From an optimization exercise on the open Yosys and OpenROAD flow, aimed at small area, a short achievable clock period and few clock cycles per item; shortcuts taken in it are not production practice.
At most, simulation tests tie the RTL to the original design; equivalence was not proved.
No functional check of the RTL was part of run 9.
No activity file was given, so power comes from the tool's default toggle rates.

<file path="flow/run.sh">
#!/bin/bash
# Standard layout (the standard.sh, unchanged synthesis and steps), except that the
# port buffers that global placement inserts use the smallest plain buffer instead of
# the delay buffer buffer_ports picks by default. Each port still gets its own buffer.
set -euo pipefail
export BUFFER_PORTS_ARGS="-buffer_cell sky130_fd_sc_hd__buf_1"
bash standard.sh > standard.log 2>&1
</file>
<file path="standard.sh">
#!/bin/bash
# synth_recipe.tcl (not shown) runs the flow's synth.tcl, then flattens the netlist and writes it again
# the make line also repeats each setting of config.mk as NAME=value (left out here)
make -C /OpenROAD-flow-scripts/flow DESIGN_CONFIG=/design/flow/config.mk WORK_HOME=/design/flow/orfs CLKGATE_MAP_FILE= SYNTH_SCRIPT=/design/flow/synth_recipe.tcl "${@:-finish}"
</file>
<file path="config.mk">
export PLATFORM = sky130hd
export DESIGN_NAME = pipe_divider
export DESIGN_NICKNAME = pipe_divider
export VERILOG_FILES = /design/flow/design.v
export SDC_FILE = /design/flow/constraint.sdc
export NUM_CORES = 4
export LEC_CHECK = 0
export ABC_AREA = 1
export CAP_MARGIN = 20
export CORE_MARGIN = 2
export CORE_UTILIZATION = 40
export CTS_BUF_LIST = sky130_fd_sc_hd__clkbuf_8
export SETUP_SLACK_MARGIN = 2.5
export SLEW_MARGIN = 20
</file>
<file path="constraint.sdc">
create_clock -name core_clock -period 5.5 [get_ports {clk}]
set_input_delay 1.1000 -clock core_clock [delete_from_list [all_inputs] [get_ports {clk}]]
set_output_delay 1.1000 -clock core_clock [all_outputs]
set_load 0.01 [all_outputs]
</file>
<file path="design.v">
package pipe_divider_pkg;
    localparam int W = 32;
endpackage
module pipe_divider_lzc (
    input  logic [31:0] x,
    output logic [5:0]  n
);
    logic [31:0]  z;
    logic [31:0]  nz;
    logic [159:0] c;
    logic [159:0] nc;
    integer       l;
    integer       i;
    always_comb begin
        z  = ~x;
        c  = '0;
        nz = '0;
        nc = '0;
        for (l = 0; l < 5; l = l + 1) begin
            nz = '0;
            nc = '0;
            for (i = 0; i < 16; i = i + 1) begin
                nz[i] = z[2*i+1] & z[2*i];
                nc[i*5 +: 5] = z[2*i+1] ? (c[(2*i)*5 +: 5] | (5'd1 << l)) : c[(2*i+1)*5 +: 5];
            end
            z = nz;
            c = nc;
        end
        n = z[0] ? 6'd32 : {1'b0, c[4:0]};
    end
endmodule
module pipe_divider (
    input  logic        clk,
    input  logic        rst,
    input  logic        in_valid,
    output logic        in_ready,
    input  logic [31:0] dividend,
    input  logic [31:0] divisor,
    output logic        out_valid,
    input  logic        out_ready,
    output logic [31:0] quotient,
    output logic [31:0] remainder,
    output logic        div_by_zero
);
    logic        s_idle;
    logic        s_align;
    logic        s_step;
    logic        s_done;
    logic [31:0] rem;      
    logic [31:0] dv;       
    logic [31:0] q;        
    logic [4:0]  cnt;      
    logic        dz;
    logic [4:0]  ca;       
    logic [4:0]  cb;       
    logic        shz;      
    logic [5:0]  clz_a;
    logic [5:0]  clz_b;
    logic [31:0] a_smear;
    logic        b_zero;
    logic        fin;
    logic        accept;
    logic        leave;
    logic [4:0]  shamt;
    logic        step;
    logic        last;
    logic [31:0] diff;
    logic        ge;
    pipe_divider_lzc u_lzc_a (.x(dividend), .n(clz_a));
    pipe_divider_lzc u_lzc_b (.x(divisor),  .n(clz_b));
    always_comb begin
        a_smear[31] = dividend[31];
        for (int i = 30; i >= 0; i--)
            a_smear[i] = a_smear[i+1] | dividend[i];
    end
    assign b_zero = (divisor == 32'd0);
    assign fin    = b_zero || |(divisor & ~a_smear);
    assign out_valid = s_done;
    assign leave     = s_done && out_ready;
    assign in_ready  = s_idle || leave;
    assign accept    = in_valid && in_ready;
    assign shamt = cb - ca;
    assign step  = s_step || (s_align && shz);
    assign last  = s_step ? (cnt == 5'd0) : shz;
    assign ge   = rem >= dv;
    assign diff = rem - dv;
    always_ff @(posedge clk or posedge rst)
        if (rst) begin
            s_idle  <= 1'b1;
            s_align <= 1'b0;
            s_step  <= 1'b0;
            s_done  <= 1'b0;
        end else begin
            s_idle  <= (s_idle || leave) && !in_valid;
            s_align <= accept && !fin;
            s_step  <= (s_align && !shz) || (s_step && cnt != 5'd0);
            s_done  <= (accept && fin) || ((s_align || s_step) && last) || (s_done && !out_ready);
        end
    always_ff @(posedge clk) begin
        ca  <= clz_a[4:0];
        cb  <= clz_b[4:0];
        shz <= (clz_a == clz_b);
        if (accept)
            dv <= divisor;
        else if (s_align)
            dv <= dv << shamt;
        else
            dv <= dv >> 1;
        if (s_align)
            cnt <= shamt;
        else
            cnt <= cnt - 5'd1;
    end
    always_ff @(posedge clk) begin
        if (accept) begin
            rem <= dividend;
            q   <= {32{b_zero}};
            dz  <= b_zero;
        end else if (step) begin
            if (ge)
                rem <= diff;
            q   <= {q[30:0], ge};
        end
    end
    assign quotient    = q;
    assign remainder   = rem;
    assign div_by_zero = dz;
endmodule
</file>
==> results of run 1 <==
## per-layer routing
layer	up-vias	routed length, microns
li1	4678	-
met1	4347	14800
met2	446	14300
met3	62	3150
met4	0	1130
met5	-	0
## Yosys cell counts (21+ instances only)
| cell | n | area (sq um) |
|---|---|---|
| dfxtp_1 | 46 | 921 |
| o21ai_0 | 120 | 601 |
| ha_1 | 38 | 475 |
| buf_2 | 23 | 115 |
| nand3_1 | 70 | 350 |
| nor2_1 | 87 | 327 |
| nand2_1 | 375 | 1410 |
| inv_1 | 148 | 556 |
| edfxtp_1 | 67 | 2010 |
| a21oi_1 | 83 | 415 |
| clkbuf_1 | 21 | 78.8 |
| o21ai_1 | 23 | 115 |
## worst max-delay path by stage
stage                     startpoint                end  slack (ns)  depth (start not counted)
finish              rem[0]$_DFFE_PP_  rem[21]$_DFFE_PP_        2.63                         12
global route           cb[0]$_DFF_P_   dv[31]$_DFFE_PP_        2.51                         12
CTS                        out_ready  rem[29]$_DFFE_PP_        2.50                          7
detailed placement         out_ready     q[4]$_DFFE_PP_        1.49                          7
global placement           out_ready     q[0]$_DFFE_PP_        1.60                          7
floorplan                  out_ready   rem[0]$_DFFE_PP_        2.59                          7
## power by group through the flow
stage               Combinational (mW)  Sequential [mW]  Clock [mW]
floorplan                        0.203            0.939           0
global placement                 0.302            0.939           0
detailed placement               0.301            0.939           0
CTS                              0.304            0.919       0.871
global route                     0.345            0.919       0.908
finish                           0.319            0.919       0.859
## registers in the layout (all words and copies together), names as in the netlist
signal and cells:
q 32, rem 32, s_done 1, cnt 5, ca 5, dz 1, dv 32, s_align 1
shz 1, s_step 1, s_idle 1, cb 5
## cells by family after synthesis
| group | Yosys count |
|---|---|
| adders and majority gates | 40 |
| AOI/OAI and AO/OA | 320 |
| DFF | 117 |
| muxes | 14 |
| xor gates and xnor gates | 13 |
| buffers and inverters | 210 |
| and+or+nand+nor | 602 |
## area by class of cell
type	instances	area [sq um]
Timing Repair Buffer	146	638
Multi-Input combinational cell	990	5370
Tap cell	285	357
Sequential cell	117	3030
Fill cell	2382	12200
Clock buffer	17	234
Clock inverter	15	171
Timing Repair inverter	1	7.51
Inverter	158	606
## worst max-delay path, delay by kind of cell (launching register included)
kind / cells / cell delay, ns
and+or+nand+nor: 4 / 0.59
AOI/OAI and AO/OA: 4 / 0.78
adders and majority gates: 2 / 0.61
DFF: 1 / 0.37
buffers and inverters: 2 / 0.22
## timing repair
action                                 in CTS  in global routing
setup buffers                               6                  0
endpoints found under the hold margin       0                  0
resized for setup                           7                 14
pin swaps                                   2                  0
setup endpoints to repair                  68                 55
hold buffers                                0                  0
cloned                                      2                  0
## through the flow
stage | util [%] | instances | instance area, sq um
after detailed placement | 43.6 | 1689 | 9850
final | 46.1 | 1729 | 10400
after global placement | 43.6 | 1689 | 9850
after CTS | 46.0 | 1729 | 10400
after floorplan | - | 1316 | 9170
after global routing | 46.1 | 1729 | 10400
==> impl_metrics.yaml, run 1 <==
layout:
  syn_to_final_growth_pct: 13.7
  diodes: 0
  final_common_cell: "nand2_1"
  drive_above_1_share_pct: 7.55
  fin_nets: 1539
  final_cell_mix: "nand2_1 (372), inv_1 (147), buf_1 (134)"
global_route:
  use_met2_pct: 42.8
  grt_overflow: 0
  grt_pass1_vias: 8950
  track_usage_pct: 27.9
  grt_max_degree: 63
  grt.met1_usage_pct: 38.5
  grt_pass1_wl_mm: 51.0
  busiest_layer: "met2"
  use_met3_pct: 6.13
  antenna_found_initial: 0
logic_synthesis:
  synthSimpleGateAreaFrac_pct: 29.2
  synth_xor_area_share_pct: 1.32
  ys_ff_latch: 117
  ys_seq_area_share_pct: 33.1
  synth_top_family_by_area: "simple AND/OR/NAND/NOR gates"
  synthMuxAreaShare_pct: 1.53
  yosys_warnings: 2
  synth_flop_cell: "edfxtp_1"
  syn_nets: 1424
  synthArstFlopShare_pct: 3.42
  synth_compound_area_share_pct: 20.2
  synthCells: 1316
  synth-adder-area-share_pct: 5.63
  yosys.cell_types.count: 57
  synth_area_sq_mm: 0.00916
  synth_edf_count: 67
  avgSynthCellArea_sq_um: 6.96
clock_tree:
  clk_pin_slew_ns: 0.08
  clockBufferDepth: 2
  clkSinkCount: 117
  cts_max_level: 4
  clock-root-buffer: "clkbuf_8"
  cts_tree: "yes"
  numCtsBuffers: 17
  clk_latency_ns: 0.47
floorplan:
  die_area_sq_mm: 0.0241
  die_h_microns: 155
  io_pins: 135
  floorplan.initialDensity_pct: 40.6
  num_rows: 55
  die_x_microns: 155
  core_region_area_sq_mm: 0.0226
job:
  cap_violations: 0
power:
  power.density_mw_per_mm2: 201
  p_int_mw: 1.39
  peakVddDrop_uv: 131
  power_frac_clock_pct: 41.0
  total_power_mw: 2.10
  swShare_pct: 33.8
  p_sw_mw: 0.709
  p_leak_nw: 4.05
  comb_power_share_pct: 15.2
  p_seq_share_pct: 43.8
sta:
  fmax_mhz: 348
  slew_violations: 0
  slew-limit-headroom_pct: 42.6
  worst_pin_slew_ns: 0.860
  rsz0062_at_grt: "false"
  clock-skew-final_ns: 0.0151
  finalCritPeriodShare_pct: 52.3
  hold_violations: 0
  setup_slack_ns: 2.63
  min_period_ns: 2.87
  finalSetupViolCount: 0
  tns_ns: 0
  fin_hold_ws_ns: 0.461
worst_setup_path:
  reg2reg_slack_ns: 2.63
  crit_arrival_ns: 3.04
  regToRegStartpoint: "rem[0]$_DFFE_PP_"
  worstPathMaxFanout: 16
  slowest_delay_ns: 0.40
  cp-start-kind: "flip-flop"
  required_ns: 5.67
  reg2regPathDepth: 12
  regToRegEndpoint: "rem[21]$_DFFE_PP_"
  slowest_stage: "fa_1"
  path_cells: "inv_1 > ha_1 > fa_1 > nand3b_1 > nand2_1 > a21oi_2 > o21bai_2 > a21o_1 > nand2_1 > nand3_2 > o21a_4 > buf_12"
  path_common_cell: "nand2_1"
  end_kind: "flip-flop"
  path_class: "flip-flop to flip-flop"
worst_hold_path:
  min_path_cells: 1
  hold-path-endpoint: "cnt[0]$_DFF_P_"
  hp-class: "flip-flop to flip-flop"
  min_from: "cnt[0]$_DFF_P_"
detailed_routing:
  postRouteAntennaNets: 0
  dr.first_iter.drc_count: 951
  wl_mm: 33.4
  via_per_inst: 5.51
  wl_per_cell_microns: 19.3
  drc: 0
  vias: 9533
  first_pass_iters: 7
run_status:
  status: "complete, no violations"
placed_design:
  place.gp.congestion: 0.953
  dp_hpwl_mm: 25.6
  numPortBuffers: 134
  pre_cts_ws_ns: 1.49
Testbench counts, summed over its fixed seeds: cycles 69,732, items 8,000.
==> run 2, diff against run 1 <==
--- a/config.mk
+++ b/config.mk
@@ -10,5 +10,5 @@
 export CORE_MARGIN = 2
 export CORE_UTILIZATION = 40
 export CTS_BUF_LIST = sky130_fd_sc_hd__clkbuf_8
-export SETUP_SLACK_MARGIN = 2.5
+export SETUP_SLACK_MARGIN = 3.1
 export SLEW_MARGIN = 20
==> impl_metrics.yaml, run 2 <==
layout:
  fin_nets: 1631
  top_regs: "dv: 32 flops, q: 32 flops, rem: 32 flops"
  diodes: 0
  final_cell_mix: "nand2_1 (333), inv_1 (133), buf_1 (129)"
  final_common_cell: "nand2_1"
  drive_above_1_share_pct: 25.4
  fillerInstances: 2152
  syn_to_final_growth_pct: 36.8
sta:
  finalSetupViolCount: 0
  slew-limit-headroom_pct: 39.1
  finalCritPeriodShare_pct: 47.2
  clock-skew-final_ns: 0.0231
  worst_pin_slew_ns: 0.912
  slew_violations: 0
  hold_violations: 0
  fmax_mhz: 385
  min_period_ns: 2.59
  setup_slack_ns: 2.91
  tns_ns: 0
  rsz0062_at_grt: "true"
  fin_hold_ws_ns: 0.455
clock_tree:
  clk_pin_slew_ns: 0.08
  clockBufferDepth: 2
  clkSinkCount: 117
  cts_hold_buf: 0
  clock-root-buffer: "clkbuf_8"
  cts_max_level: 4
  clk_latency_ns: 0.48
  numCtsBuffers: 17
  cts_tree: "yes"
logic_synthesis:
  synthCells: 1316
  yosys_warnings: 2
  synth_top_area_share_pct: 22.0
  synth_area_sq_mm: 0.00916
  yosysMostFrequentCell: "nand2_1"
  synth_flop_cell: "edfxtp_1"
  syn_nets: 1424
  synth_commonest_cells: "nand2_1 (375), inv_1 (148), o21ai_0 (120)"
  synth.area.top_cells: "edfxtp_1 (22%), nand2_1 (15%), dfxtp_1 (10%)"
  yosys.area.top_type: "edfxtp_1"
  avgSynthCellArea_sq_um: 6.96
  synthArstFlopShare_pct: 3.42
  ys_seq_area_share_pct: 33.1
  ys_ff_latch: 117
  yosys.cell_types.count: 57
  synth_edf_count: 67
placed_design:
  pre_cts_ws_ns: 1.89
  numPortBuffers: 134
  dp_hpwl_mm: 25.6
  place.gp.congestion: 1.03
floorplan:
  num_rows: 55
  core_region_area_sq_mm: 0.0226
  floorplan.initialDensity_pct: 40.6
  die_h_microns: 155
  die_x_microns: 155
  io_pins: 135
  die_area_sq_mm: 0.0241
worst_setup_path:
  worstPathMaxFanout: 2
  end_kind: "output pin"
  required_ns: 4.40
  path_class: "input pin to output pin"
  cp-start-kind: "input pin"
  crit_arrival_ns: 1.49
  reg2regPathDepth: 12
worst_hold_path:
  min_path_cells: 1
  hp-class: "flip-flop to flip-flop"
detailed_routing:
  vias: 10500
  postRouteAntennaNets: 0
  dr.first_iter.drc_count: 1226
  drc: 0
  via_per_inst: 5.77
  wl_per_cell_microns: 20.6
  first_pass_iters: 6
  wl_mm: 37.6
run_status:
  status: "complete, no violations"
global_route:
  grt_max_degree: 99
  track_usage_pct: 28.7
  grt_pass1_wl_mm: 52.4
  antenna_found_initial: 0
  grt_pass1_vias: 9255
  grt_overflow: 0
power:
  p_leak_nw: 4.75
  power.density_mw_per_mm2: 181
  peakVddDrop_uv: 152
  total_power_mw: 2.27
job:
  cap_violations: 0
==> run 2: changes by cell type in the layout (fill, tap and decap cells not counted), sizes merged <==
cell      change
buf          +83
clkbuf        +4
clkinvlp      +2
nand2         +2
bufbuf        +1
bufinv        -1
inv           +1
==> run 2: worst max-delay path, cell delays in order <==
cell     delay [ns]
buf_6          0.10
a21oi_4        0.12
inv_2          0.06
buf_6          0.12
==> run 2: power breakdown <==
part | internal [mW] | switching (mW)
clock network | 0.341 | 0.475
registers | 0.918 | 0.00188
logic | 0.196 | 0.337
==> run 2: layer usage <==
layer	vias up	GRT usage (%)	wire length, microns
met5	-	2.07	57
met4	2	10.5	1630
met3	127	7.27	3960
met2	685	44.4	16700
met1	4835	38.5	15200
li1	4861	-	-
==> run 2: logic make-up after synthesis <==
logic type               Yosys count  share of synthesized area (%)
multiplexers                      14                           1.53
XOR/XNOR                          13                           1.32
adder cells (fa/ha/maj)           40                           5.63
AND/OR/NAND/NOR                  602                           29.2
flip-flops                       117                           33.1
AO/OA/AOI/OAI                    320                           20.2
buffers and inverters            210                           9.01
==> run 2: path summary, 6_finish.rpt <==
check                      slack, ns               end           start
hold / removal                  0.45    cnt[0]$_DFF_P_  cnt[0]$_DFF_P_
setup reg to reg                2.93  dv[30]$_DFFE_PP_   ca[0]$_DFF_P_
setup / recovery                2.91          in_ready       out_ready
max in group asynchronous       4.80  s_idle$_DFF_PP1_             rst
hold reg to reg                 0.45    cnt[0]$_DFF_P_  cnt[0]$_DFF_P_
min in group asynchronous       0.47  s_done$_DFF_PP0_             rst
==> run 2: area by class of cell <==
class	instances	area, sq um	share of cell area (%)
sequential	117	3040	24.3
clock inverter	15	149	1.19
timing repair buffer	234	1570	12.5
multi-input combinational	992	6500	51.9
tap	285	357	2.85
timing repair inverter	3	35.0	0.280
clock buffer	17	234	1.87
inverter	158	643	5.13
==> run 2: metrics by stage <==
| step | area (sq um) | cells | utilization [%] |
|---|---|---|---|
| after floorplan | 9230 | 1316 | - |
| after global placement | 9890 | 1689 | 43.8 |
| after detailed placement | 9890 | 1689 | 43.8 |
| after CTS | 11200 | 1759 | 49.6 |
| after global routing | 12500 | 1821 | 55.5 |
| final | 12500 | 1821 | 55.5 |
==> run 2: what timing repair did <==
item	4_1_cts	5_1_grt
setup buffers	31	59
gates cloned	7	3
setup endpoints to repair	128	121
gates resized for setup	113	219
pin swaps	14	64
==> run 3, diff against run 2 <==
--- a/config.mk
+++ b/config.mk
@@ -10,5 +10,5 @@
 export CORE_MARGIN = 2
 export CORE_UTILIZATION = 40
 export CTS_BUF_LIST = sky130_fd_sc_hd__clkbuf_8
-export SETUP_SLACK_MARGIN = 3.1
+export SETUP_SLACK_MARGIN = 2.65
 export SLEW_MARGIN = 20
==> impl_metrics.yaml, run 3 <==
clock_tree:
  clockBufferDepth: 2
  clk_latency_ns: 0.47
  cts_hold_buf: 0
  numCtsBuffers: 17
  clock-root-buffer: "clkbuf_8"
  cts_tree: "yes"
  cts_max_level: 4
  clk_pin_slew_ns: 0.08
  clkSinkCount: 117
logic_synthesis:
  synthArstFlopShare_pct: 3.42
  synth_top_area_share_pct: 22.0
  synth.area.top_cells: "edfxtp_1 (22%), nand2_1 (15%), dfxtp_1 (10%)"
  ys_seq_area_share_pct: 33.1
  synth_commonest_cells: "nand2_1 (375), inv_1 (148), o21ai_0 (120)"
  yosysMostFrequentCell: "nand2_1"
  avgSynthCellArea_sq_um: 6.96
  synth_flop_cell: "edfxtp_1"
  yosys.cell_types.count: 57
  syn_nets: 1424
  yosys.area.top_type: "edfxtp_1"
  synth_edf_count: 67
  synthCells: 1316
  synth_area_sq_mm: 0.00916
  yosys_warnings: 2
  ys_ff_latch: 117
layout:
  top_regs: "dv: 32 flops, q: 32 flops, rem: 32 flops"
  stdcell_count: 1734
  fin_nets: 1544
  final_common_cell: "nand2_1"
  final_cell_mix: "nand2_1 (372), inv_1 (147), buf_1 (134)"
  syn_to_final_growth_pct: 14.3
  diodes: 0
  drive_above_1_share_pct: 8.01
  fillerInstances: 2377
worst_hold_path:
  hp-class: "flip-flop to flip-flop"
sta:
  clock-skew-final_ns: 0.0162
  worst_pin_slew_ns: 0.900
  slew-limit-headroom_pct: 40.0
  finalSetupViolCount: 0
  tns_ns: 0
  hold_violations: 0
  rsz0062_at_grt: "true"
  finalCritPeriodShare_pct: 49.7
  slew_violations: 0
  fmax_mhz: 366
  min_period_ns: 2.73
placed_design:
  numPortBuffers: 134
  dp_hpwl_mm: 25.5
  post-place-cells: 1688
  place.gp.congestion: 0.993
detailed_routing:
  dr.first_iter.drc_count: 1050
  via_per_inst: 5.55
  wl_per_cell_microns: 19.3
  drc: 0
  vias: 9629
  first_pass_iters: 5
  wl_mm: 33.5
  postRouteAntennaNets: 0
global_route:
  grt_overflow: 0
  use_met3_pct: 7.72
  grt_max_degree: 87
  grt.met1_usage_pct: 38.2
  track_usage_pct: 27.7
  grt_pass1_wl_mm: 50.7
  grt_pass1_vias: 8832
  antenna_found_initial: 0
  busiest_layer: "met2"
  use_met2_pct: 42.6
worst_setup_path:
  cp-start-kind: "input pin"
  end_kind: "output pin"
  worstPathMaxFanout: 2
  path_class: "input pin to output pin"
  required_ns: 4.40
  crit_arrival_ns: 1.63
run_status:
  status: "complete, no violations"
floorplan:
  die_h_microns: 155
  io_pins: 135
  core_region_area_sq_mm: 0.0226
  die_x_microns: 155
  die_area_sq_mm: 0.0241
  num_rows: 55
  floorplan.initialDensity_pct: 40.6
power:
  peakVddDrop_uv: 133
  p_leak_nw: 4.07
  power.density_mw_per_mm2: 197
job:
  cap_violations: 0
[run 3: final timing paths]
kind / end / slack [ns] / startpoint / cells after the start
max in group asynchronous: s_idle$_DFF_PP1_ / 4.78 / rst / 2
worst max-delay path: in_ready / 2.77 / out_ready / 4
min in group asynchronous: s_done$_DFF_PP0_ / 0.48 / rst / 2
worst min register to register: cnt[0]$_DFF_P_ / 0.46 / cnt[0]$_DFF_P_ / 1
worst max register to register: dv[17]$_DFF_P_ / 2.78 / ca[1]$_DFF_P_ / 13
worst min-delay path: cnt[0]$_DFF_P_ / 0.46 / cnt[0]$_DFF_P_ / 1
[run 3: critical path: stages]
cell	delay, ns
buf_1	0.08
a21oi_1	0.20
inv_1	0.11
buf_1	0.14
[run 3: layout make-up]
cell class	count	area [sq um]	share of cell area, %
clock buffers	17	234	2.23
clock inverters	15	154	1.47
inverters	158	608	5.81
multi-input cells	991	5420	51.8
flip-flops and latches	117	3040	29.0
well taps	285	357	3.40
repair buffers	150	659	6.30
repair inverters	1	5.00	0.0478
[run 3: routing by layer]
layer  part of all wire (%)  wire [microns]  vias up
li1                       -               -     4686
met1                     44           14600     4430
met2                     44           14800      469
met3                     10            3380       44
met4                    2.1             713        0
met5                      0               0        -
[run 3: timing repair]
| action | CTS | global route |
|---|---|---|
| setup buffers | 4 | 7 |
| resized for setup | 15 | 16 |
| pin swaps | 1 | 0 |
| cloned | 3 | 0 |
| endpoints found under the setup margin | 96 | 91 |
[run 3: logic make-up (layout without fill, tap and decap cells)]
| family | Yosys count | after routing | synth area share [%] |
|---|---|---|---|
| AND/OR/NAND/NOR | 602 | 602 | 29.2 |
| AO/OA/AOI/OAI | 320 | 322 | 20.2 |
| buffers and inverters | 210 | 341 | 9.01 |
| flip-flops | 117 | 117 | 33.1 |
| adder cells (fa/ha/maj) | 40 | 40 | 5.63 |
| multiplexers | 14 | 14 | 1.53 |
| XOR/XNOR | 13 | 13 | 1.32 |
[run 3: metrics by stage]
stage / setup slack, ns / power, mW / util [%] / hold slack, ns / instance area, sq um
4_1_cts: 2.69 / 2.06 / 46.0 / 0.459 / 10400
3_3_place_gp: 1.88 / 1.24 / 43.6 / 0.438 / 9850
6_report: 2.77 / 2.06 / 46.4 / 0.462 / 10500
5_1_grt: 2.61 / 2.14 / 46.4 / 0.467 / 10500
3_5_place_dp: 1.80 / 1.24 / 43.6 / 0.437 / 9850
2_1_floorplan: 2.75 / 1.14 / - / 0.408 / 9180
[run 3: where the power goes]
part / leakage, nW / switching (mW) / internal (mW)
clock network: 0.194 / 0.468 / 0.342
registers: 0.830 / 0.00138 / 0.917
logic: 3.04 / 0.242 / 0.0890
total: 4.07 / 0.712 / 1.35
==> run 4, diff against run 3 <==
--- a/config.mk
+++ b/config.mk
@@ -8,7 +8,7 @@
 export ABC_AREA = 1
 export CAP_MARGIN = 20
 export CORE_MARGIN = 2
-export CORE_UTILIZATION = 40
+export CORE_UTILIZATION = 55
 export CTS_BUF_LIST = sky130_fd_sc_hd__clkbuf_8
-export SETUP_SLACK_MARGIN = 2.65
+export SETUP_SLACK_MARGIN = 2.7
 export SLEW_MARGIN = 20
==> impl_metrics.yaml, run 4 <==
clock_tree:
  numCtsBuffers: 17
  cts_tree: "yes"
  clk_pin_slew_ns: 0.09
  clkSinkCount: 117
  clk_latency_ns: 0.47
  clock-root-buffer: "clkbuf_8"
  clockBufferDepth: 2
  cts_max_level: 4
placed_design:
  place.gp.congestion: 0.940
  dp_hpwl_mm: 23.8
  pre_cts_ws_ns: 2.17
  post-place-cells: 1623
  numPortBuffers: 134
layout:
  stdcell_count: 1667
  fin_nets: 1542
  diodes: 0
  final_common_cell: "nand2_1"
  final_cell_mix: "nand2_1 (372), inv_1 (147), buf_1 (134)"
  syn_to_final_growth_pct: 14.1
  drive_above_1_share_pct: 8.09
  fillerInstances: 1579
  top_regs: "dv: 32 flops, q: 32 flops, rem: 32 flops"
global_route:
  grt_overflow: 0
  grt_max_degree: 71
  track_usage_pct: 35.3
  antenna_found_initial: 0
  grt_pass1_vias: 8632
  grt_pass1_wl_mm: 47.5
worst_setup_path:
  required_ns: 5.69
  path_class: "flip-flop to flip-flop"
  cp-start-kind: "flip-flop"
  crit_arrival_ns: 2.93
  reg2reg_slack_ns: 2.75
  end_kind: "flip-flop"
  worstPathMaxFanout: 14
sta:
  min_period_ns: 2.75
  hold_violations: 0
  worst_pin_slew_ns: 0.636
  finalCritPeriodShare_pct: 49.9
  fmax_mhz: 364
  clock-skew-final_ns: 0.0161
  slew_violations: 0
  finalSetupViolCount: 0
  rsz0062_at_grt: "true"
  tns_ns: 0
  slew-limit-headroom_pct: 57.2
  setup_slack_ns: 2.75
logic_synthesis:
  synth_commonest_cells: "nand2_1 (375), inv_1 (148), o21ai_0 (120)"
  yosys.area.top_type: "edfxtp_1"
  yosysMostFrequentCell: "nand2_1"
  syn_nets: 1424
  avgSynthCellArea_sq_um: 6.96
  synth.area.top_cells: "edfxtp_1 (22%), nand2_1 (15%), dfxtp_1 (10%)"
  ys_seq_area_share_pct: 33.1
  synthCells: 1316
  synth_area_sq_mm: 0.00916
  yosys_warnings: 2
  synthArstFlopShare_pct: 3.42
  synth_top_area_share_pct: 22.0
  synth_flop_cell: "edfxtp_1"
  ys_ff_latch: 117
  yosys.cell_types.count: 57
  synth_edf_count: 67
power:
  power.density_mw_per_mm2: 205
  p_leak_nw: 4.08
  peakVddDrop_uv: 181
detailed_routing:
  vias: 9692
  wl_per_cell_microns: 19.0
  dr.first_iter.drc_count: 1228
  wl_mm: 31.6
  first_pass_iters: 8
  drc: 0
  postRouteAntennaNets: 0
  via_per_inst: 5.81
floorplan:
  die_area_sq_mm: 0.0177
  die_h_microns: 133
  num_rows: 47
  floorplan.initialDensity_pct: 55.8
  core_region_area_sq_mm: 0.0164
  die_x_microns: 133
  io_pins: 135
run_status:
  status: "complete, no violations"
worst_hold_path:
  hp-class: "flip-flop to flip-flop"
job:
  cap_violations: 0
run 4: cell counts after synthesis:
No cell type changed its count.
run 4: what timing repair did:
item / in CTS / in global routing
setup buffers: 4 / 3
setup endpoints to repair: 56 / 59
resized for setup: 15 / 28
cloned: 2 / 2
hold buffers: 0 / 0
pin swaps: 0 / 2
run 4: power breakdown:
| part | switching, mW | total (mW) | internal (mW) | leakage [nW] |
|---|---|---|---|---|
| registers | 0.00215 | 0.920 | 0.917 | 0.830 |
| logic | 0.241 | 0.345 | 0.104 | 3.04 |
| clock network | 0.450 | 0.875 | 0.425 | 0.212 |
run 4: cells by family (layout without fill, tap and decap cells):
kind of cell / Yosys count / in the layout / share of synthesized area (%)
buffers and inverters: 210 / 339 / 9.01
muxes: 14 / 14 / 1.53
xor gates and xnor gates: 13 / 13 / 1.32
AOI/OAI and AO/OA: 320 / 322 / 20.2
DFF: 117 / 117 / 33.1
adders and majority gates: 40 / 40 / 5.63
and+or+nand+nor: 602 / 602 / 29.2
run 4: through the flow:
step / utilization, % / hold WS [ns] / instance area [sq um] / total power, mW
CTS: 62.7 / 0.453 / 10300 / 2.10
detailed placement: 59.5 / 0.451 / 9770 / 1.23
global placement: 59.5 / 0.444 / 9770 / 1.23
global route: 63.7 / 0.462 / 10500 / 2.20
floorplan: - / 0.408 / 9180 / 1.14
finish: 63.7 / 0.463 / 10500 / 2.14
run 4: routing by layer:
metal	up-vias	GRT usage, %	share of wire (%)
li1	4685	-	-
met1	4389	49.7	43
met2	560	52.0	43
met3	58	9.20	11
met4	0	13.1	3.0
met5	-	0	0
run 4: final timing paths:
check                                    end  cells after the start             start
max in group asynchronous   s_idle$_DFF_PP1_                      2               rst
max                         rem[0]$_DFFE_PP_                     12  rem[0]$_DFFE_PP_
max reg2reg                 rem[0]$_DFFE_PP_                     12  rem[0]$_DFFE_PP_
min in group asynchronous  s_align$_DFF_PP0_                      2               rst
min                           cnt[0]$_DFF_P_                      1    cnt[0]$_DFF_P_
min reg2reg                   cnt[0]$_DFF_P_                      1    cnt[0]$_DFF_P_
run 4: final cells by class:
class	count	area, sq um	share of cell area, %
tap	220	275	2.63
clock buffer	17	234	2.24
inverter	158	616	5.89
multi-input combinational	991	5420	51.8
timing repair buffer	148	687	6.57
sequential	117	3040	29.0
timing repair inverter	1	5.00	0.0479
clock inverter	15	185	1.77
run 4: critical path, cell delays in order (launching register included):
cell	delay [ns]
edfxtp_1	0.36
inv_1	0.05
ha_1	0.21
fa_1	0.39
nand3b_1	0.17
nand2_1	0.12
a21oi_2	0.10
o21bai_2	0.27
a21o_1	0.21
nand2_1	0.08
nand3_2	0.17
o21a_4	0.17
buf_12	0.15
==> run 5, diff against run 4 <==
--- a/config.mk
+++ b/config.mk
@@ -8,7 +8,7 @@
 export ABC_AREA = 1
 export CAP_MARGIN = 20
 export CORE_MARGIN = 2
-export CORE_UTILIZATION = 55
+export CORE_UTILIZATION = 30
 export CTS_BUF_LIST = sky130_fd_sc_hd__clkbuf_8
-export SETUP_SLACK_MARGIN = 2.7
+export SETUP_SLACK_MARGIN = 2.8
 export SLEW_MARGIN = 20
==> impl_metrics.yaml, run 5 <==
global_route:
  grt_max_degree: 73
  grt_pass1_wl_mm: 50.2
  antenna_found_initial: 1
  grt_overflow: 0
  track_usage_pct: 20.8
  grt_pass1_vias: 8802
logic_synthesis:
  synth_edf_count: 67
  yosysMostFrequentCell: "nand2_1"
  ys_seq_area_share_pct: 33.1
  ys_ff_latch: 117
  yosys.area.top_type: "edfxtp_1"
  synthArstFlopShare_pct: 3.42
  synth_commonest_cells: "nand2_1 (375), inv_1 (148), o21ai_0 (120)"
  synth_flop_cell: "edfxtp_1"
  synthCells: 1316
  avgSynthCellArea_sq_um: 6.96
  synth_area_sq_mm: 0.00916
  yosys_warnings: 2
  synth.area.top_cells: "edfxtp_1 (22%), nand2_1 (15%), dfxtp_1 (10%)"
  synth_top_area_share_pct: 22.0
  yosys.cell_types.count: 57
  syn_nets: 1424
worst_setup_path:
  regToRegStartpoint: "dv[9]$_DFF_P_"
  critPathLaunch: "dv[9]$_DFF_P_"
  path_cells: "inv_1 > ha_1 > nand2_1 > nor2_1 > inv_1 > o31ai_1 > nand4_1 > nand2_1 > nand2_1 > nand3_1 > o21ai_0"
  critPathCapture: "rem[27]$_DFFE_PP_"
  path_class: "flip-flop to flip-flop"
  crit_arrival_ns: 2.86
  path_common_cell: "nand2_1"
  required_ns: 5.68
  worstPathMaxFanout: 5
  reg2regPathDepth: 11
  regToRegEndpoint: "rem[27]$_DFFE_PP_"
  end_kind: "flip-flop"
  reg2reg_slack_ns: 2.82
  cp-start-kind: "flip-flop"
  slowest_stage: "o31ai_1"
  slowest_delay_ns: 0.57
detailed_routing:
  first_pass_iters: 6
  wl_mm: 34.4
  drc: 0
  vias: 9722
  postRouteAntennaNets: 0
  via_per_inst: 5.26
  wl_per_cell_microns: 18.6
  dr.first_iter.drc_count: 1132
sta:
  slew_violations: 0
  rsz0062_at_grt: "true"
  finalCritPeriodShare_pct: 48.8
  min_period_ns: 2.68
  slew-limit-headroom_pct: 39.8
  hold_violations: 0
  clock-skew-final_ns: 0.0142
  finalSetupViolCount: 0
  worst_pin_slew_ns: 0.902
  tns_ns: 0
  fmax_mhz: 373
  fin_hold_ws_ns: 0.465
power:
  p_sw_mw: 0.697
  peakVddDrop_uv: 133
  swShare_pct: 32.3
  p_int_mw: 1.46
  p_seq_share_pct: 42.6
  p_leak_nw: 4.17
  power.density_mw_per_mm2: 198
  power_frac_clock_pct: 38.8
  comb_power_share_pct: 18.6
layout:
  final_common_cell: "nand2_1"
  final_core_util_pct: 36.5
  fin_nets: 1554
  syn_to_final_growth_pct: 19.0
  stdcell_count: 1849
  final_cell_mix: "nand2_1 (370), inv_1 (147), buf_1 (133)"
  design_area_sq_mm: 0.0109
  drive_above_1_share_pct: 9.80
  diodes: 0
  top_regs: "dv: 32 flops, q: 32 flops, rem: 32 flops"
floorplan:
  die_x_microns: 179
  die_area_sq_mm: 0.0320
  core_region_area_sq_mm: 0.0299
  num_rows: 63
  floorplan.initialDensity_pct: 30.7
  die_h_microns: 179
  io_pins: 135
job:
  cap_violations: 0
clock_tree:
  clkSinkCount: 117
  clock-root-buffer: "clkbuf_8"
  clk_pin_slew_ns: 0.09
  cts_hold_buf: 0
  clk_latency_ns: 0.46
  numCtsBuffers: 17
  cts_tree: "yes"
  clockBufferDepth: 2
  cts_max_level: 4
placed_design:
  numPortBuffers: 134
  place.gp.congestion: 0.982
  post_dp_cell_area_sq_mm: 0.00999
  dp_hpwl_mm: 26.2
  post-place-cells: 1793
worst_hold_path:
  min_from: "cnt[0]$_DFF_P_"
  hp-class: "flip-flop to flip-flop"
run_status:
  status: "complete, no violations"
==> run 5: cell count changes in the layout (fill, tap and decap cells not counted), sizes merged, moves of 3 or more <==
cell / previous run / this run
inv: 165 / 162
buf: 147 / 156
clkinvlp: 3 / 0
clkbuf: 18 / 21
clkinv: 4 / 10
==> run 5: worst min path at each step <==
stage / slack, ns / endpoint / cells past startpoint
after floorplan: 0.41 / s_step$_DFF_PP0_ / 1
after global placement: 0.45 / cnt[0]$_DFF_P_ / 1
after detailed placement: 0.46 / cnt[0]$_DFF_P_ / 1
after CTS: 0.47 / cnt[0]$_DFF_P_ / 1
after global routing: 0.48 / s_align$_DFF_PP0_ / 2
final: 0.47 / cnt[0]$_DFF_P_ / 1
==> run 5: timing repair <==
item / CTS / global route
cloned: 1 / 4
setup endpoints to repair: 98 / 104
buffers inserted: 5 / 14
resized for setup: 23 / 42
pin swaps: 0 / 6
==> run 5: stage by stage <==
stage | setup slack (ns) | power, mW
after floorplan | 2.86 | 1.14
after global placement | 1.85 | 1.24
after detailed placement | 1.83 | 1.24
after CTS | 2.70 | 2.09
after global routing | 2.71 | 2.24
final | 2.82 | 2.16
==> run 5: cell type report <==
type                       instances  area [sq um]
timing repair buffer             160           820
inverter                         158           623
clock inverter                    15           169
fill                            3195         19000
clock buffer                      17           234
multi-input combinational        991          5520
sequential                       117          3040
timing repair inverter             1          11.3
tap                              390           488
==> run 5: worst max-delay path: cells and delay by family (launching register included) <==
| kind | cells | cell delay (ns) |
|---|---|---|
| fa+ha+maj | 1 | 0.37 |
| buf+inv | 2 | 0.19 |
| flops | 1 | 0.34 |
| simple gates | 6 | 0.85 |
| compound gates | 2 | 0.66 |
==> run 5: cells by family after synthesis <==
family | share of synthesized area, %
AO/OA/AOI/OAI | 20.2
buffers and inverters | 9.01
adder cells (fa/ha/maj) | 5.63
flip-flops | 33.1
AND/OR/NAND/NOR | 29.2
XOR/XNOR | 1.32
multiplexers | 1.53
==> run 5: metal layers <==
layer	track usage [%]	part of all wire, %	vias up
met1	28.5	43	4502
met2	32.2	45	458
met5	0	0	-
met4	5.35	1.6	0
met3	5.77	11	39
li1	-	-	4723
==> run 5: power by group through the flow <==
stage | Sequential [mW] | Combinational, mW | Clock (mW)
final | 0.919 | 0.401 | 0.838
after global routing | 0.919 | 0.426 | 0.891
after CTS | 0.919 | 0.317 | 0.853
after detailed placement | 0.939 | 0.303 | 0
after global placement | 0.939 | 0.304 | 0
after floorplan | 0.939 | 0.203 | 0
==> run 6, diff against run 5 <==
--- a/config.mk
+++ b/config.mk
@@ -8,7 +8,8 @@
 export ABC_AREA = 1
 export CAP_MARGIN = 20
 export CORE_MARGIN = 2
-export CORE_UTILIZATION = 30
+export CORE_UTILIZATION = 40
 export CTS_BUF_LIST = sky130_fd_sc_hd__clkbuf_8
+export GPL_TIMING_DRIVEN = 0
 export SETUP_SLACK_MARGIN = 2.8
 export SLEW_MARGIN = 20
==> impl_metrics.yaml, run 6 <==
worst_setup_path:
  worstPathMaxFanout: 10
  path_class: "flip-flop to flip-flop"
  cp-start-kind: "flip-flop"
  crit_arrival_ns: 3.12
  reg2regPathDepth: 11
  slowest_stage: "o21ai_0"
  required_ns: 5.90
  path_cells: "inv_1 > ha_1 > buf_2 > buf_2 > o21ai_0 > mux2i_1 > o21ai_0 > mux2i_2 > nor2_1 > a21oi_1 > o21ai_1"
  reg2reg_slack_ns: 2.77
  end_kind: "flip-flop"
  regToRegEndpoint: "dv[29]$_DFF_P_"
  slowest_delay_ns: 0.50
  regToRegStartpoint: "cb[0]$_DFF_P_"
global_route:
  track_usage_pct: 30.2
  grt_overflow: 0
  grt_pass1_wl_mm: 54.4
  grt_max_degree: 36
  antenna_found_initial: 0
  grt_pass1_vias: 9138
placed_design:
  place.gp.congestion: 0.968
  dp_hpwl_mm: 28.9
  numPortBuffers: 134
detailed_routing:
  via_per_inst: 5.66
  first_pass_iters: 6
  wl_per_cell_microns: 20.6
  vias: 10100
  drc: 0
  postRouteAntennaNets: 0
  wl_mm: 36.7
  dr.first_iter.drc_count: 1021
logic_synthesis:
  synth_top_area_share_pct: 22.0
  ys_ff_latch: 117
  synth_commonest_cells: "nand2_1 (375), inv_1 (148), o21ai_0 (120)"
  synth_area_sq_mm: 0.00916
  ys_seq_area_share_pct: 33.1
  yosys_warnings: 2
  synth_edf_count: 67
  syn_nets: 1424
  yosys.area.top_type: "edfxtp_1"
  synthCells: 1316
  yosys.cell_types.count: 57
  yosysMostFrequentCell: "nand2_1"
  synth_flop_cell: "edfxtp_1"
  avgSynthCellArea_sq_um: 6.96
  synthArstFlopShare_pct: 3.42
  synth.area.top_cells: "edfxtp_1 (22%), nand2_1 (15%), dfxtp_1 (10%)"
sta:
  finalCritPeriodShare_pct: 49.6
  worst_pin_slew_ns: 0.887
  finalSetupViolCount: 0
  min_period_ns: 2.73
  tns_ns: 0
  slew-limit-headroom_pct: 40.9
  rsz0062_at_grt: "true"
  hold_violations: 0
  clock-skew-final_ns: 0.0183
  fmax_mhz: 367
  slew_violations: 0
worst_hold_path:
  hp-class: "input pin to async pin"
floorplan:
  floorplan.initialDensity_pct: 40.6
  die_x_microns: 155
  io_pins: 135
  core_region_area_sq_mm: 0.0226
  num_rows: 55
  die_h_microns: 155
  die_area_sq_mm: 0.0241
layout:
  final_common_cell: "nand2_1"
  fin_nets: 1590
  top_regs: "dv: 32 flops, q: 32 flops, rem: 32 flops"
  syn_to_final_growth_pct: 17.6
  drive_above_1_share_pct: 10.6
  final_cell_mix: "nand2_1 (372), inv_1 (148), buf_1 (140)"
  fillerInstances: 2388
run_status:
  status: "complete, no violations"
clock_tree:
  clkSinkCount: 117
  clockBufferDepth: 2
  cts_max_level: 4
  numCtsBuffers: 17
  clk_latency_ns: 0.47
  clock-root-buffer: "clkbuf_8"
  clk_pin_slew_ns: 0.09
  cts_hold_buf: 0
  cts_tree: "yes"
power:
  total_power_mw: 2.13
  p_leak_nw: 4.17
  power.density_mw_per_mm2: 198
  peakVddDrop_uv: 126
job:
  cap_violations: 0
[run 6: per-stage QoR]
step / area, sq um / instances / hold WS (ns) / utilization (%) / worst slack, ns
after floorplan: 9190 / 1316 / 0.408 / - / 2.86
after global placement: 10000 / 1735 / 0.443 / 44.5 / 2.09
after detailed placement: 10000 / 1735 / 0.451 / 44.5 / 2.10
after CTS: 10600 / 1774 / 0.448 / 46.8 / 2.81
after global routing: 10800 / 1780 / 0.459 / 47.7 / 2.69
final: 10800 / 1781 / 0.471 / 47.7 / 2.77
[run 6: cell families (layout without fill, tap and decap cells)]
logic type | count (synthesis) | count (layout) | share of synthesized area, %
AO/OA/AOI/OAI | 320 | 322 | 20.2
XOR/XNOR | 13 | 13 | 1.32
adder cells (fa/ha/maj) | 40 | 40 | 5.63
buffers and inverters | 210 | 387 | 9.01
flip-flops | 117 | 117 | 33.1
multiplexers | 14 | 14 | 1.53
other | 0 | 1 | 0
AND/OR/NAND/NOR | 602 | 602 | 29.2
[run 6: timing repair]
| item | 4_1_cts | 5_1_grt |
|---|---|---|
| gates cloned | 2 | 0 |
| buffers inserted | 5 | 6 |
| resized for setup | 21 | 54 |
| pin swaps | 3 | 3 |
| endpoints found under the setup margin | 54 | 59 |
[run 6: metal layers]
metal / global-route usage [%] / share of wire, % / vias to the layer above
met1: 42.8 / 44 / 4653
met3: 6.27 / 10 / 57
li1: - / - / 4797
met4: 8.87 / 2.5 / 0
met2: 46.4 / 43 / 573
met5: 0 / 0 / -
[run 6: final cells by class]
| type | count | area (sq um) | area share [%] |
|---|---|---|---|
| Sequential cell | 117 | 3030 | 28.2 |
| Antenna cell | 1 | 2.50 | 0.0232 |
| Buffer | 52 | 289 | 2.68 |
| Timing Repair Buffer | 145 | 598 | 5.55 |
| Clock buffer | 17 | 234 | 2.17 |
| Multi-Input combinational cell | 991 | 5520 | 51.2 |
| Clock inverter | 15 | 146 | 1.36 |
| Inverter | 158 | 599 | 5.56 |
| Tap cell | 285 | 357 | 3.31 |
[run 6: critical path: cells and delay by family (launching register included)]
| kind | cells | cell delay, ns |
|---|---|---|
| AND/OR/NAND/NOR | 1 | 0.22 |
| flip-flops | 1 | 0.32 |
| adder cells (fa/ha/maj) | 1 | 0.25 |
| AO/OA/AOI/OAI | 4 | 1.06 |
| buffers and inverters | 3 | 0.42 |
| multiplexers | 2 | 0.39 |
[run 6: worst max path at each step]
stage,to,slack (ns),start
finish,dv[29]$_DFF_P_,2.77,cb[0]$_DFF_P_
global route,dv[29]$_DFF_P_,2.69,cb[0]$_DFF_P_
CTS,dv[29]$_DFF_P_,2.81,cb[0]$_DFF_P_
detailed placement,rem[30]$_DFFE_PP_,2.10,out_ready
global placement,rem[30]$_DFFE_PP_,2.09,out_ready
floorplan,rem[0]$_DFFE_PP_,2.86,out_ready
[run 6: where the power goes]
part / total [mW] / internal, mW / switching [mW]
registers: 0.919 / 0.917 / 0.00172
clock network: 0.830 / 0.340 / 0.490
logic: 0.385 / 0.119 / 0.266
==> run 7, diff against run 6 <==
--- a/config.mk
+++ b/config.mk
@@ -10,6 +10,5 @@
 export CORE_MARGIN = 2
 export CORE_UTILIZATION = 40
 export CTS_BUF_LIST = sky130_fd_sc_hd__clkbuf_8
-export GPL_TIMING_DRIVEN = 0
 export SETUP_SLACK_MARGIN = 2.8
 export SLEW_MARGIN = 20
==> impl_metrics.yaml, run 7 <==
clock_tree:
  clk_latency_ns: 0.47
  cts_max_level: 4
  clk_pin_slew_ns: 0.09
  clock-root-buffer: "clkbuf_8"
  numCtsBuffers: 17
  cts_tree: "yes"
  clockBufferDepth: 2
  clkSinkCount: 117
global_route:
  grt_overflow: 0
  grt_max_degree: 69
  antenna_found_initial: 0
  track_usage_pct: 27.5
  grt_pass1_vias: 8874
  grt_pass1_wl_mm: 50.4
power:
  power_frac_clock_pct: 39.9
  p_int_mw: 1.37
  swShare_pct: 35.4
  comb_power_share_pct: 16.7
  peakVddDrop_uv: 142
  p_seq_share_pct: 43.4
  p_sw_mw: 0.750
  p_leak_nw: 4.09
  power.density_mw_per_mm2: 200
worst_setup_path:
  slowest_delay_ns: 0.16
  path_cells: "buf_1 > a21oi_2 > inv_2 > buf_6"
  worstPathMaxFanout: 2
  reg2reg_slack_ns: 2.88
  end_kind: "output pin"
  slowest_stage: "a21oi_2"
  path_class: "input pin to output pin"
  crit_arrival_ns: 1.57
  cp-start-kind: "input pin"
  required_ns: 4.40
detailed_routing:
  first_pass_iters: 9
  wl_per_cell_microns: 19.2
  dr.first_iter.drc_count: 1060
  wl_mm: 33.3
  drc: 0
  via_per_inst: 5.55
  postRouteAntennaNets: 0
  vias: 9627
logic_synthesis:
  synth.area.top_cells: "edfxtp_1 (22%), nand2_1 (15%), dfxtp_1 (10%)"
  synth_edf_count: 67
  synthCells: 1316
  synth_top_area_share_pct: 22.0
  ys_seq_area_share_pct: 33.1
  yosys_warnings: 2
  synth_flop_cell: "edfxtp_1"
  yosys.cell_types.count: 57
  synthArstFlopShare_pct: 3.42
  syn_nets: 1424
  synth_commonest_cells: "nand2_1 (375), inv_1 (148), o21ai_0 (120)"
  yosysMostFrequentCell: "nand2_1"
  yosys.area.top_type: "edfxtp_1"
  synth_area_sq_mm: 0.00916
  avgSynthCellArea_sq_um: 6.96
  ys_ff_latch: 117
run_status:
  status: "complete, no violations"
sta:
  finalCritPeriodShare_pct: 48.6
  fin_hold_ws_ns: 0.464
  slew-limit-headroom_pct: 41.3
  slew_violations: 0
  worst_pin_slew_ns: 0.880
  tns_ns: 0
  clock-skew-final_ns: 0.0225
  min_period_ns: 2.67
  fmax_mhz: 374
  hold_violations: 0
  finalSetupViolCount: 0
  rsz0062_at_grt: "true"
floorplan:
  die_h_microns: 155
  die_area_sq_mm: 0.0241
  num_rows: 55
  core_region_area_sq_mm: 0.0226
  die_x_microns: 155
  io_pins: 135
  floorplan.initialDensity_pct: 40.6
layout:
  seqCellArea_sq_mm: 0.00303
  final_common_cell: "nand2_1"
  final_cell_mix: "nand2_1 (372), inv_1 (147), buf_1 (133)"
  syn_to_final_growth_pct: 15.7
  fillerInstances: 2406
  drive_above_1_share_pct: 9.11
  top_regs: "dv: 32 flops, q: 32 flops, rem: 32 flops"
  multi_input_area_sq_mm: 0.00549
  fin_nets: 1544
  stdcell_count: 1734
  diodes: 0
placed_design:
  dp_hpwl_mm: 25.6
  numPortBuffers: 134
  place.gp.congestion: 1.01
  post-place-cells: 1689
worst_hold_path:
  hp-class: "flip-flop to flip-flop"
job:
  cap_violations: 0
## run 7: worst max-delay path, delay by kind of cell
family	cells	cell delay (ns)
AOI/OAI and AO/OA	1	0.16
buffers and inverters	3	0.31
## run 7: worst paths after layout
kind                                     end      startpoint  cells after the start
max                                 in_ready       out_ready                      4
min reg2reg                   cnt[0]$_DFF_P_  cnt[0]$_DFF_P_                      1
min in group asynchronous  s_align$_DFF_PP0_             rst                      2
max reg2reg                   dv[26]$_DFF_P_   cb[0]$_DFF_P_                     12
min                           cnt[0]$_DFF_P_  cnt[0]$_DFF_P_                      1
max in group asynchronous   s_idle$_DFF_PP1_             rst                      2
## run 7: layout make-up
class,count,share of cell area [%]
Clock buffer,17,2.21
Sequential cell,117,28.6
Tap cell,285,3.36
Timing Repair Buffer,152,6.63
Inverter,158,5.77
Clock inverter,15,1.68
Multi-Input combinational cell,990,51.7
## run 7: cell families after synthesis
group           count (synthesis)  share of synthesized area, %
fa+ha+maj                      40                          5.63
flops                         117                          33.1
simple gates                  602                          29.2
xor+xnor                       13                          1.32
mux                            14                          1.53
buf+inv                       210                          9.01
compound gates                320                          20.2
## run 7: repair_timing
item / in CTS / in global routing
cloned: 1 / 0
endpoints found under the hold margin: 0 / 0
hold buffers: 0 / 0
pin swaps: 2 / 3
gates resized for setup: 23 / 36
setup endpoints to repair: 94 / 59
setup buffers: 5 / 7
## run 7: power groups by stage
stage	combinational [mW]	sequential (mW)	clock, mW
floorplan	0.203	0.939	0
global placement	0.308	0.939	0
detailed placement	0.307	0.939	0
CTS	0.320	0.919	0.851
global route	0.380	0.920	0.894
finish	0.354	0.919	0.846
## run 7: routing by layer
metal  GRT usage [%]  wire length (microns)
met5               0                      0
met4            9.44                    994
met3            6.38                   2980
met2            41.6                  14500
met1            38.7                  14800
## run 7: through the flow
step / setup slack, ns / util [%] / power (mW) / cell area, sq um
detailed placement: 2.07 / 43.7 / 1.25 / 9870
global placement: 2.10 / 43.7 / 1.25 / 9870
finish: 2.83 / 47.0 / 2.12 / 10600
floorplan: 2.86 / - / 1.14 / 9190
global route: 2.76 / 47.0 / 2.19 / 10600
CTS: 2.76 / 46.2 / 2.09 / 10400
==> run 8, diff against run 7 <==
--- a/config.mk
+++ b/config.mk
@@ -10,5 +10,7 @@
 export CORE_MARGIN = 2
 export CORE_UTILIZATION = 40
 export CTS_BUF_LIST = sky130_fd_sc_hd__clkbuf_8
+export CTS_CLUSTER_DIAMETER = 120
+export CTS_CLUSTER_SIZE = 40
 export SETUP_SLACK_MARGIN = 2.8
 export SLEW_MARGIN = 20
==> impl_metrics.yaml, run 8 <==
power:
  peakVddDrop_uv: 142
  p_leak_nw: 4.09
  power.density_mw_per_mm2: 200
logic_synthesis:
  ys_seq_area_share_pct: 33.1
  avgSynthCellArea_sq_um: 6.96
  ys_ff_latch: 117
  yosysMostFrequentCell: "nand2_1"
  synth_commonest_cells: "nand2_1 (375), inv_1 (148), o21ai_0 (120)"
  synthCells: 1316
  yosys.area.top_type: "edfxtp_1"
  synth_edf_count: 67
  yosys.cell_types.count: 57
  synth.area.top_cells: "edfxtp_1 (22%), nand2_1 (15%), dfxtp_1 (10%)"
  synth_flop_cell: "edfxtp_1"
  syn_nets: 1424
  synth_top_area_share_pct: 22.0
  synthArstFlopShare_pct: 3.42
  yosys_warnings: 2
  synth_area_sq_mm: 0.00916
detailed_routing:
  first_pass_iters: 9
  postRouteAntennaNets: 0
  wl_per_cell_microns: 19.2
  vias: 9627
  drc: 0
  wl_mm: 33.3
  dr.first_iter.drc_count: 1060
  via_per_inst: 5.55
clock_tree:
  cts_tree: "yes"
  clkSinkCount: 117
  numCtsBuffers: 17
  cts_hold_buf: 0
  clk_latency_ns: 0.47
  clockBufferDepth: 2
  cts_max_level: 4
  clock-root-buffer: "clkbuf_8"
  clk_pin_slew_ns: 0.09
worst_setup_path:
  required_ns: 4.40
  slowest_delay_ns: 0.16
  crit_buf_inv: 3
  critPathLaunch: "out_ready"
  slowest_stage: "a21oi_2"
  path_cells: "buf_1 > a21oi_2 > inv_2 > buf_6"
  cpLargestDelayFamily: "buffers and inverters"
  worstPathMaxFanout: 2
  reg2reg_slack_ns: 2.88
  crit_arrival_ns: 1.57
  end_kind: "output pin"
  regToRegEndpoint: "dv[26]$_DFF_P_"
  reg2regPathDepth: 12
  regToRegStartpoint: "cb[0]$_DFF_P_"
  cp-start-kind: "input pin"
  path_class: "input pin to output pin"
placed_design:
  place.gp.congestion: 1.01
  pre_cts_ws_ns: 2.07
  dp_hpwl_mm: 25.6
  numPortBuffers: 134
floorplan:
  die_h_microns: 155
  floorplan.initialDensity_pct: 40.6
  num_rows: 55
  core_region_area_sq_mm: 0.0226
  die_area_sq_mm: 0.0241
  io_pins: 135
  die_x_microns: 155
sta:
  setup_slack_ns: 2.83
  clock-skew-final_ns: 0.0225
  finalSetupViolCount: 0
  min_period_ns: 2.67
  worst_pin_slew_ns: 0.880
  finalCritPeriodShare_pct: 48.6
  tns_ns: 0
  slew_violations: 0
  rsz0062_at_grt: "true"
  fmax_mhz: 374
  hold_violations: 0
  slew-limit-headroom_pct: 41.3
global_route:
  grt_overflow: 0
  grt_max_degree: 69
  grt_pass1_wl_mm: 50.4
  track_usage_pct: 27.5
  grt_pass1_vias: 8874
  antenna_found_initial: 0
layout:
  final_common_cell: "nand2_1"
  final_cell_mix: "nand2_1 (372), inv_1 (147), buf_1 (133)"
  top_regs: "dv: 32 flops, q: 32 flops, rem: 32 flops"
  drive_above_1_share_pct: 9.11
  diodes: 0
  syn_to_final_growth_pct: 15.7
  fin_nets: 1544
  final_core_util_pct: 47.0
worst_hold_path:
  hold-path-endpoint: "cnt[0]$_DFF_P_"
  hp-class: "flip-flop to flip-flop"
  min_from: "cnt[0]$_DFF_P_"
  min_path_cells: 1
run_status:
  status: "complete, no violations"
job:
  cap_violations: 0
[run 8: cells by family after synthesis]
logic type	Yosys count	share of synthesized area, %
XOR/XNOR	13	1.32
buffers and inverters	210	9.01
multiplexers	14	1.53
AND/OR/NAND/NOR	602	29.2
adder cells (fa/ha/maj)	40	5.63
flip-flops	117	33.1
AO/OA/AOI/OAI	320	20.2
[run 8: how the worst max path moves through the flow]
| stage | endpoint | cells after the start | slack (ns) |
|---|---|---|---|
| after floorplan | rem[0]$_DFFE_PP_ | 7 | 2.86 |
| after global placement | rem[30]$_DFFE_PP_ | 7 | 2.10 |
| after detailed placement | rem[31]$_DFFE_PP_ | 7 | 2.07 |
| after CTS | in_ready | 4 | 2.76 |
| after global routing | dv[17]$_DFF_P_ | 13 | 2.76 |
| final | in_ready | 4 | 2.83 |
[run 8: what timing repair did]
item | in CTS | in global routing
pin swaps | 2 | 3
endpoints found under the setup margin | 94 | 59
gates cloned | 1 | 0
buffers inserted | 5 | 7
gates resized for setup | 23 | 36
[run 8: routing by layer]
layer  vias up  global-route usage, %  share of wire [%]
li1       4686                      -                  -
met2       477                   41.6                 44
met5         -                      0                  0
met4         0                   9.44                3.0
met3        56                   6.38                8.9
met1      4408                   38.7                 45
[run 8: cell type report]
type,count,area (sq um)
inverters,158,612
repair buffers,152,703
clock buffers,17,234
well taps,285,357
flip-flops and latches,117,3030
clock inverters,15,178
fillers,2406,12000
multi-input cells,990,5490
[run 8: stage by stage]
stage          hold WS, ns  instances  cell area (sq um)  power (mW)
3_3_place_gp         0.442       1689               9870        1.25
4_1_cts              0.464       1727              10400        2.09
3_5_place_dp         0.449       1689               9870        1.25
5_1_grt              0.470       1734              10600        2.19
2_1_floorplan        0.408       1316               9190        1.14
6_report             0.464       1734              10600        2.12
[run 8: power by group]
part	leakage (nW)	total [mW]	internal [mW]	switching, mW
Clock	0.206	0.846	0.351	0.496
Combinational	3.05	0.354	0.102	0.252
Sequential	0.832	0.919	0.917	0.00161
Total	4.09	2.12	1.37	0.750
==> run 9, diff against run 8 <==
--- a/design.v
+++ b/design.v
@@ -56,7 +56,6 @@
     logic        shz;      
     logic [5:0]  clz_a;
     logic [5:0]  clz_b;
-    logic [31:0] a_smear;
     logic        b_zero;
     logic        fin;
     logic        accept;
@@ -68,13 +67,8 @@
     logic        ge;
     pipe_divider_lzc u_lzc_a (.x(dividend), .n(clz_a));
     pipe_divider_lzc u_lzc_b (.x(divisor),  .n(clz_b));
-    always_comb begin
-        a_smear[31] = dividend[31];
-        for (int i = 30; i >= 0; i--)
-            a_smear[i] = a_smear[i+1] | dividend[i];
-    end
-    assign b_zero = (divisor == 32'd0);
-    assign fin    = b_zero || |(divisor & ~a_smear);
+    assign b_zero = clz_b[5];
+    assign fin    = b_zero || (clz_b < clz_a);
     assign out_valid = s_done;
     assign leave     = s_done && out_ready;
     assign in_ready  = s_idle || leave;
--- a/config.mk
+++ b/config.mk
@@ -10,7 +10,5 @@
 export CORE_MARGIN = 2
 export CORE_UTILIZATION = 40
 export CTS_BUF_LIST = sky130_fd_sc_hd__clkbuf_8
-export CTS_CLUSTER_DIAMETER = 120
-export CTS_CLUSTER_SIZE = 40
 export SETUP_SLACK_MARGIN = 2.8
 export SLEW_MARGIN = 20
==> impl_metrics.yaml, run 9 <==
run_status:
  status: "complete, no violations"
sta:
  min_period_ns: 2.71
  slew_violations: 0
  slew-limit-headroom_pct: 53.5
  worst_pin_slew_ns: 0.697
  fmax_mhz: 368
  tns_ns: 0
  finalCritPeriodShare_pct: 49.4
  hold_violations: 0
  clock-skew-final_ns: 0.0271
  finalSetupViolCount: 0
  rsz0062_at_grt: "true"
logic_synthesis:
  synth.area.top_cells: "nand2_1 (24%), edfxtp_1 (21%), dfxtp_1 (9.6%)"
  ys_seq_area_share_pct: 31.8
  synthArstFlopShare_pct: 3.42
  synth_edf_count: 67
  yosys.area.top_type: "nand2_1"
  synth_area_sq_mm: 0.00955
  synth_flop_cell: "edfxtp_1"
  synth_commonest_cells: "nand2_1 (609), inv_1 (210), nand3_1 (179)"
  yosysMostFrequentCell: "nand2_1"
  avgSynthCellArea_sq_um: 6.21
  ys_ff_latch: 117
  yosys.cell_types.count: 47
  synthCells: 1538
  yosys_warnings: 2
  synth_top_area_share_pct: 23.9
  syn_nets: 1652
worst_hold_path:
  hp-class: "flip-flop to flip-flop"
  min_path_cells: 1
  hold-path-endpoint: "s_step$_DFF_PP0_"
  min_from: "shz$_DFF_P_"
layout:
  fillerInstances: 2517
  top_regs: "dv: 32 flops, q: 32 flops, rem: 32 flops"
  stdcell_count: 1995
  design_area_sq_mm: 0.0112
  diodes: 0
  syn_to_final_growth_pct: 17.0
  drive_above_1_share_pct: 7.76
  final_core_util_pct: 47.6
  final_common_cell: "nand2_1"
  final_cell_mix: "nand2_1 (598), inv_1 (204), nand3_1 (174)"
  fin_nets: 1777
power:
  p_leak_nw: 5.63
  peakVddDrop_uv: 252
  p_seq_share_pct: 25.2
  p_int_mw: 3.48
  total_power_mw: 7.45
  comb_power_share_pct: 63.7
  power.density_mw_per_mm2: 666
  swShare_pct: 53.3
  power_frac_clock_pct: 11.1
  p_sw_mw: 3.97
floorplan:
  die_area_sq_mm: 0.0251
  floorplan.initialDensity_pct: 40.7
  die_x_microns: 159
  io_pins: 135
  die_h_microns: 159
  num_rows: 56
  core_region_area_sq_mm: 0.0235
placed_design:
  post-place-cells: 1945
  post_dp_cell_area_sq_mm: 0.0104
  dp_hpwl_mm: 24.9
  numPortBuffers: 134
  place.gp.congestion: 0.916
worst_setup_path:
  worstPathMaxFanout: 5
  reg2regPathDepth: 12
  required_ns: 5.83
  critPathLaunch: "dividend[19]"
  regToRegStartpoint: "cb[0]$_DFF_P_"
  regToRegEndpoint: "dv[30]$_DFFE_PP_"
  path_class: "input pin to flip-flop"
  cp-start-kind: "input pin"
  crit_arrival_ns: 3.04
  reg2reg_slack_ns: 2.88
  end_kind: "flip-flop"
clock_tree:
  clk_latency_ns: 0.48
  cts_max_level: 4
  cts_tree: "yes"
  numCtsBuffers: 17
  clk_pin_slew_ns: 0.08
  clockBufferDepth: 2
  cts_hold_buf: 0
  clock-root-buffer: "clkbuf_8"
  clkSinkCount: 117
detailed_routing:
  vias: 10300
  postRouteAntennaNets: 0
  first_pass_iters: 6
  dr.first_iter.drc_count: 968
  via_per_inst: 5.18
  wl_per_cell_microns: 16.5
  wl_mm: 33.0
  drc: 0
global_route:
  grt_max_degree: 70
  track_usage_pct: 26.3
  grt_pass1_vias: 9313
  grt_overflow: 0
  antenna_found_initial: 0
  grt_pass1_wl_mm: 50.0
job:
  cap_violations: 0
-- run 9: area by class of cell --
cell class	count	area [sq um]	area share (%)
tap	319	399	3.57
inverter	214	818	7.32
timing repair inverter	1	7.51	0.0672
timing repair buffer	158	758	6.78
sequential	117	3030	27.1
clock buffer	17	234	2.09
clock inverter	15	155	1.39
multi-input combinational	1154	5770	51.6
-- run 9: through the flow --
| step | hold slack [ns] | worst slack [ns] |
|---|---|---|
| 4_1_cts | 0.449 | 2.79 |
| 3_3_place_gp | 0.432 | 2.08 |
| 2_1_floorplan | 0.408 | 2.76 |
| 6_report | 0.453 | 2.79 |
| 5_1_grt | 0.482 | 2.70 |
| 3_5_place_dp | 0.438 | 2.10 |
-- run 9: cell families after synthesis --
family | count (synthesis) | synth area share, %
and+or+nand+nor | 925 | 39.8
buffers and inverters | 268 | 11.1
AOI/OAI and AO/OA | 173 | 10.2
DFF | 117 | 31.8
adders and majority gates | 46 | 6.18
xor gates and xnor gates | 9 | 0.982
-- run 9: how the worst max path moves through the flow --
stage	endpoint	slack [ns]
finish	s_align$_DFF_PP0_	2.79
global route	s_align$_DFF_PP0_	2.70
CTS	dv[31]$_DFFE_PP_	2.79
detailed placement	s_align$_DFF_PP0_	2.10
global placement	rem[27]$_DFFE_PP_	2.08
floorplan	s_align$_DFF_PP0_	2.76
-- run 9: worst max-delay path: stages --
cell      delay (ns)
buf_1           0.11
nor2_1          0.29
nand3_1         0.27
nor2_4          0.27
nand2_4         0.12
nand2_2         0.12
ha_1            0.25
nand2_1         0.07
nor2_1          0.05
o21ai_1         0.07
o211ai_1        0.13
nor3b_2         0.18
-- run 9: what timing repair did --
item,in CTS,in global routing
pin swaps,3,11
resized for setup,17,32
setup endpoints to repair,62,92
gates cloned,1,1
setup buffers,4,12
-- run 9: power groups by stage --
stage	sequential, mW	clock [mW]	combinational [mW]
final	1.88	0.823	4.74
after global routing	1.92	0.866	5.36
after CTS	1.88	0.834	4.64
after detailed placement	1.89	0	4.57
after global placement	1.90	0	4.49
after floorplan	1.91	0	3.19
-- run 9: per-layer routing --
layer  up-vias  global-route usage, %  share of wire [%]
met3        66                   4.87                7.1
li1       5188                      -                  -
met2       390                   43.1                 47
met4         0                   8.49                2.8
met5         -                      0                  0
met1      4692                   34.9                 44

static timing again, ports no longer ideal:
The flow's constraints put no driver on any port. The routed layouts listed below were extracted and timed again, unchanged, in two steps. Step 1: set_driving_cell puts a clkbuf_16 on clk and a buf_2 on each other input, an assumption about the parent block. Step 2 moves the port delays by t, midway between the first and last clock arrival at a register: inputs arrive t later, outputs are due t later. That takes back most of the time a late clock gives input paths. a / b / c = ideal ports / drivers / drivers and shift; a / b = the first two.
run	t (ns)	setup WS [ns]	worst setup path after step 2
run 1	0.506	2.626 / 2.626 / 2.284	input to register
run 2	0.516	2.906 / 2.874 / 2.587	input to register
run 3	0.504	2.768 / 2.744 / 2.386	input to register
run 4	0.507	2.754 / 2.754 / 2.332	input to register
run 5	0.492	2.818 / 2.809 / 2.421	input to register
run 6	0.506	2.774 / 2.774 / 2.393	input to register
run 7	0.504	2.826 / 2.802 / 2.429	input to register
run 8	0.504	2.826 / 2.802 / 2.429	input to register
run 9	0.510	2.786 / 2.810 / 2.301	input to register
After both steps every run listed still meets setup and hold. For run 9, which loses most, drivers alone change the setup slack by +0.024 ns; drivers and shift together by -0.485 ns.
